From an optimization exercise on the open Yosys and OpenROAD flow, aimed at small area and few clock cycles; shortcuts taken in it are not production practice.
RTL that was checked went through simulation tests only; none was proved equivalent to the original.

==> module spq_note_lookup, before the edit <==
module spq_note_lookup
#(
   parameter int SPLIT = 1
) (
   input  logic                  clock,
   input  logic                  reset,
   input  logic [NOTE_W-1:0]     lowest_n,
   input  logic                  octave,
   input  logic [2*STEPS-1:0]    steps,
   input  logic [STEPS/2-2:0][5:0] even,
   input  logic [5:0]            period_n,
   input  logic                  key_take,
   input  logic [NOTE_W-1:0]     key_in,
   input  logic                  note_take,
   output logic                  key_valid,
   output logic                  note_valid,
   output logic [NOTE_W-1:0]     note
);
   logic [NOTE_W-1:0] key;
   logic              key_valid_ff;
   logic              key_move;
   logic [NOTE_W-1:0] key_c;
   logic [NOTE_W-1:0] above;
   logic              below;
   logic [NOTE_W:0]   base_in;
   logic [NOTE_W-1:0] gap_in;
   logic [NOTE_W-1:0] part_in;
   logic [NOTE_W-1:0] base_ff;
   logic [NOTE_W-1:0] part_ff;
   logic              valid_ff;
   logic [NOTE_W-1:0] rem;
   logic [STEPS/2-2:0] past;
   logic [STEPS/2-1:0] hit;
   logic [1:0]        pos_lo;
   logic [1:0]        step_m1;
   logic [3:0]        into;
   logic [3:0]        size;
   logic [NOTE_W:0]   lo_dn;
   logic [NOTE_W:0]   lo_up;
   logic [3:0]        hi_dn;
   logic [3:0]        hi_up;
   logic              up;
   logic [NOTE_W:0]   lower;
   logic [NOTE_W:0]   upper;
   function automatic logic [NOTE_W-1:0] reduce(input logic [NOTE_W-1:0] part,
                                                input logic [5:0] per_n, input int i);
      logic [NOTE_W-1:0] diff;
      logic              cy;
      logic              x;
      logic              y;
      logic              fits;
      cy   = 1'b1;
      diff = part;
      fits = 1'b1;
      for (int b = 0; b < NOTE_W; b++) begin
         if (b >= i) begin
            x       = part[b];
            y       = (b - i < 6) ? per_n[(b - i) % 6] : 1'b1;
            diff[b] = x ^ y ^ cy;
            cy      = (x & y) | (cy & (x ^ y));
         end
      end
      for (int b = 0; b < 6; b++) begin
         if (b + i >= NOTE_W) begin
            fits = fits & per_n[b];
         end
      end
      reduce = (fits && cy) ? diff : part;
   endfunction
   function automatic logic [NOTE_W:0] addw(input logic [NOTE_W-1:0] a,
                                            input logic [NOTE_W-1:0] b,
                                            input logic cin, input int w);
      logic cy;
      cy   = cin;
      addw = '0;
      for (int k = 0; k < NOTE_W; k++) begin
         if (k < w) begin
            addw[k] = a[k] ^ b[k] ^ cy;
            cy      = (a[k] & b[k]) | (cy & (a[k] ^ b[k]));
         end
      end
      addw[w] = cy;
   endfunction
   always_comb begin
      logic cy;
      key_c = {key_in[6:1], key_in[0] & !(&key_in[6:1])};
      cy    = 1'b1;
      for (int b = 0; b < NOTE_W; b++) begin
         above[b] = key_c[b] ^ lowest_n[b] ^ cy;
         cy       = (key_c[b] & lowest_n[b]) | (cy & (key_c[b] ^ lowest_n[b]));
      end
      below  = !cy;
      gap_in = below ? '0 : above;
   end
   always_comb begin
      base_in = addw(~lowest_n, key, 1'b0, NOTE_W);
      part_in = key;
      for (int i = NOTE_W - 1; i >= SPLIT; i--) begin
         part_in = reduce(part_in, period_n, i);
      end
   end
   assign key_move = key_valid_ff && (!valid_ff || note_take);
   always_ff @(posedge clock) begin
      if (reset) begin
         key_valid_ff <= 1'b0;
         valid_ff     <= 1'b0;
      end else begin
         key_valid_ff <= key_take || (key_valid_ff && !key_move);
         valid_ff     <= key_move || (valid_ff && !note_take);
      end
      if (key_take) begin
         key <= gap_in;
      end
      if (key_move) begin
         base_ff <= base_in[NOTE_W-1:0];
         part_ff <= part_in;
      end
   end
   always_comb begin
      logic bw;
      logic [NOTE_W:0] off;
      logic [NOTE_W:0] in_b;
      logic [1:0] m_a;
      logic [1:0] m_b;
      logic [2:0] base3;
      rem = part_ff;
      for (int i = SPLIT - 1; i >= 0; i--) begin
         rem = reduce(rem, period_n, i);
      end
      for (int k = 0; k < STEPS / 2 - 1; k++) begin
         bw = 1'b0;
         for (int b = 0; b < 6; b++) begin
            bw = (!rem[b] & even[k][b]) | (!rem[b] & bw) | (even[k][b] & bw);
         end
         past[k] = !bw;
      end
      hit[0] = !past[0];
      for (int k = 1; k < STEPS / 2; k++) begin
         hit[k] = past[k-1] && ((k == STEPS / 2 - 1) || !past[k % (STEPS / 2 - 1)]);
      end
      base3 = '0;
      m_a   = '0;
      m_b   = '0;
      for (int k = 0; k < STEPS / 2; k++) begin
         if (k > 0) begin
            base3 = base3 | (hit[k] ? even[(k + STEPS / 2 - 2) % (STEPS / 2 - 1)][2:0] : 3'b0);
         end
         m_a = m_a | (hit[k] ? steps[4*k +: 2] : 2'b0);
         m_b = m_b | (hit[k] ? steps[4*k+2 +: 2] : 2'b0);
      end
      off  = addw({4'b0, rem[2:0]}, {4'b0, ~base3}, 1'b1, 3);
      in_b = addw({4'b0, off}, {5'b0011111, ~m_a}, 1'b0, 3);
      if (in_b[3]) begin
         pos_lo  = in_b[1:0];
         step_m1 = m_b;
      end else begin
         pos_lo  = off[1:0];
         step_m1 = m_a;
      end
   end
   assign hi_dn = addw({4'b0, base_ff[6:4]}, 7'b1111111, 1'b0, 3);
   assign hi_up = addw({4'b0, base_ff[6:4]}, 7'b0000000, 1'b1, 3);
   always_comb begin
      logic [2:0] gap;
      logic       past_top;
      logic       top4;
      if (octave) begin
         into = rem[3:0];
         up   = rem[3] | (rem[2] & rem[1]);
         gap  = addw({3'b0, 4'd12}, {3'b111, ~rem[3:0]}, 1'b1, 3);
      end else begin
         into = {2'b0, pos_lo};
         up   = into[1] | (into[0] & !step_m1[1]);
         gap  = {1'b0, &step_m1 & pos_lo[1] & !pos_lo[0],
                 !(&step_m1 & pos_lo[1] & !pos_lo[0])};
      end
      lo_dn = addw({3'b0, base_ff[3:0]}, {3'b0, ~into}, 1'b1, 4);
      lo_up = addw({3'b0, base_ff[3:0]}, {4'b0, gap}, 1'b0, 4);
      lower = {1'b0, lo_dn[4] ? base_ff[6:4] : hi_dn[2:0], lo_dn[3:0]};
      upper = lo_up[4] ? {hi_up, lo_up[3:0]} : {1'b0, base_ff[6:4], lo_up[3:0]};
      top4 = &base_ff[6:3];
      unique case (gap)
         3'd1:    past_top = top4 & (&base_ff[2:1]);
         3'd2:    past_top = top4 & base_ff[2] & (base_ff[1] | base_ff[0]);
         3'd3:    past_top = top4 & base_ff[2];
         3'd4:    past_top = top4 & (base_ff[2] | (base_ff[1] & base_ff[0]));
         3'd5:    past_top = top4 & (base_ff[2] | base_ff[1]);
         3'd6:    past_top = top4 & (|base_ff[2:0]);
         default: past_top = top4;
      endcase
      if (up && !past_top) begin
         note = upper[NOTE_W-1:0];
      end else begin
         note = lower[NOTE_W-1:0];
      end
   end
   assign key_valid  = key_valid_ff;
   assign note_valid = valid_ff;
endmodule
Settings: LEC_CHECK=0, ABC_AREA=1, CAP_MARGIN=20, CORE_MARGIN=2, CORE_UTILIZATION=40, CTS_BUF_LIST=sky130_fd_sc_hd__clkbuf_8, SLEW_MARGIN=20; clock period 10.0 ns.
standard.sh (not shown) runs the stock make flow with config.mk's settings and CLKGATE_MAP_FILE= SYNTH_SCRIPT=/design/flow/synth_recipe.tcl, a recipe that flattens the netlist after the stock synthesis.
==> flow/flow/run.sh <==
#!/bin/bash
# The standard layout, with the port buffers made of the smallest buffer cell
# (buf_1) instead of the cell buffer_ports picks by default. The make output
# is kept in standard_make.log; the tools' own logs stay under orfs/logs/.
set -euo pipefail
export BUFFER_PORTS_ARGS="-buffer_cell sky130_fd_sc_hd__buf_1"
bash standard.sh > standard_make.log 2>&1
The starting point finished with timing, DRC and antenna clean.
Testbench counts at the start, summed over its fixed seeds: cycles 9,830.
Then changed:
--- a/flow/design.v
+++ b/flow/design.v
@@ -56,7 +56,7 @@
 import spq_pkg::*;
 module spq_note_lookup
 #(
-   parameter int SPLIT = 1
+   parameter int SPLIT = 2
 ) (
    input  logic                  clock,
    input  logic                  reset,
@@ -78,8 +78,7 @@
    logic [NOTE_W-1:0] key_c;
    logic [NOTE_W-1:0] above;
    logic              below;
-   logic [NOTE_W:0]   base_in;
-   logic [NOTE_W-1:0] gap_in;
+   logic [NOTE_W-1:0] base_in;
    logic [NOTE_W-1:0] part_in;
    logic [NOTE_W-1:0] base_ff;
    logic [NOTE_W-1:0] part_ff;
@@ -91,10 +90,6 @@
    logic [1:0]        step_m1;
    logic [3:0]        into;
    logic [3:0]        size;
-   logic [NOTE_W:0]   lo_dn;
-   logic [NOTE_W:0]   lo_up;
-   logic [3:0]        hi_dn;
-   logic [3:0]        hi_up;
    logic              up;
    logic [NOTE_W:0]   lower;
    logic [NOTE_W:0]   upper;
@@ -139,18 +134,15 @@
    endfunction
    always_comb begin
       logic cy;
-      key_c = {key_in[6:1], key_in[0] & !(&key_in[6:1])};
+      key_c = key;
       cy    = 1'b1;
       for (int b = 0; b < NOTE_W; b++) begin
          above[b] = key_c[b] ^ lowest_n[b] ^ cy;
          cy       = (key_c[b] & lowest_n[b]) | (cy & (key_c[b] ^ lowest_n[b]));
       end
-      below  = !cy;
-      gap_in = below ? '0 : above;
-   end
-   always_comb begin
-      base_in = addw(~lowest_n, key, 1'b0, NOTE_W);
-      part_in = key;
+      below   = !cy;
+      base_in = below ? ~lowest_n : key_c;
+      part_in = below ? '0 : above;
       for (int i = NOTE_W - 1; i >= SPLIT; i--) begin
          part_in = reduce(part_in, period_n, i);
       end
@@ -165,10 +157,10 @@
          valid_ff     <= key_move || (valid_ff && !note_take);
       end
       if (key_take) begin
-         key <= gap_in;
+         key <= {key_in[6:1], key_in[0] & !(&key_in[6:1])};
       end
       if (key_move) begin
-         base_ff <= base_in[NOTE_W-1:0];
+         base_ff <= base_in;
          part_ff <= part_in;
       end
    end
@@ -214,12 +206,9 @@
          step_m1 = m_a;
       end
    end
-   assign hi_dn = addw({4'b0, base_ff[6:4]}, 7'b1111111, 1'b0, 3);
-   assign hi_up = addw({4'b0, base_ff[6:4]}, 7'b0000000, 1'b1, 3);
    always_comb begin
       logic [2:0] gap;
       logic       past_top;
-      logic       top4;
       if (octave) begin
          into = rem[3:0];
          up   = rem[3] | (rem[2] & rem[1]);
@@ -230,20 +219,9 @@
          gap  = {1'b0, &step_m1 & pos_lo[1] & !pos_lo[0],
                  !(&step_m1 & pos_lo[1] & !pos_lo[0])};
       end
-      lo_dn = addw({3'b0, base_ff[3:0]}, {3'b0, ~into}, 1'b1, 4);
-      lo_up = addw({3'b0, base_ff[3:0]}, {4'b0, gap}, 1'b0, 4);
-      lower = {1'b0, lo_dn[4] ? base_ff[6:4] : hi_dn[2:0], lo_dn[3:0]};
-      upper = lo_up[4] ? {hi_up, lo_up[3:0]} : {1'b0, base_ff[6:4], lo_up[3:0]};
-      top4 = &base_ff[6:3];
-      unique case (gap)
-         3'd1:    past_top = top4 & (&base_ff[2:1]);
-         3'd2:    past_top = top4 & base_ff[2] & (base_ff[1] | base_ff[0]);
-         3'd3:    past_top = top4 & base_ff[2];
-         3'd4:    past_top = top4 & (base_ff[2] | (base_ff[1] & base_ff[0]));
-         3'd5:    past_top = top4 & (base_ff[2] | base_ff[1]);
-         3'd6:    past_top = top4 & (|base_ff[2:0]);
-         default: past_top = top4;
-      endcase
+      lower = addw(base_ff, {3'b111, ~into}, 1'b1, NOTE_W);
+      upper = addw(base_ff, {4'b0, gap}, 1'b0, NOTE_W);
+      past_top = upper[NOTE_W] || (&upper[NOTE_W-1:0]);
       if (up && !past_top) begin
          note = upper[NOTE_W-1:0];
       end else begin
The new run went through all stages and came out clean.
Via count goes up by 4.1%.
First-iteration DRC count increases by 2.7%.
Final cell count came out higher by 3.7%.
Global-route usage went up by 1.7 points.
Non-clock buffer count is higher by 78.
Area after synthesis decreases by 1.7%.
Die area is lower by 1.7%.
Routed wire length is higher by 7.5%.
Worst setup slack degrades by 0.24 ns.
Final area is higher by 8.1%.
Worst hold slack gets better by 0.027 ns.
Synthesized cell count falls by 3.3%.
Function not checked in the second run of this note: the RTL went through the layout flow alone.

[what the ideal ports hide]
The results above use ideal ports. As a check the final layouts listed here were re-extracted and re-timed, cells and wires unchanged. Step 1, drivers: a clkbuf_16 drives clock and a buf_2 each remaining input, both assumed. Step 2, shift: input delay + t, output delay - t, t = (earliest + latest rising clock arrival at the registers) / 2. This alone moves slack from input paths to output paths. Three values: ideal, step 1, step 2; two values: the first two.
run | t (ns) | setup WS [ns] | slew at the worst register clock pin (ns) | cell pins on the clock port's net
the first run | 0.397 | 0.570 / 0.570 / 0.570 | 0.10 / 0.10 | 1
the second run | 0.406 | 0.329 / 0.329 / 0.329 | 0.10 / 0.10 | 1
After both steps every run listed still meets setup and hold.
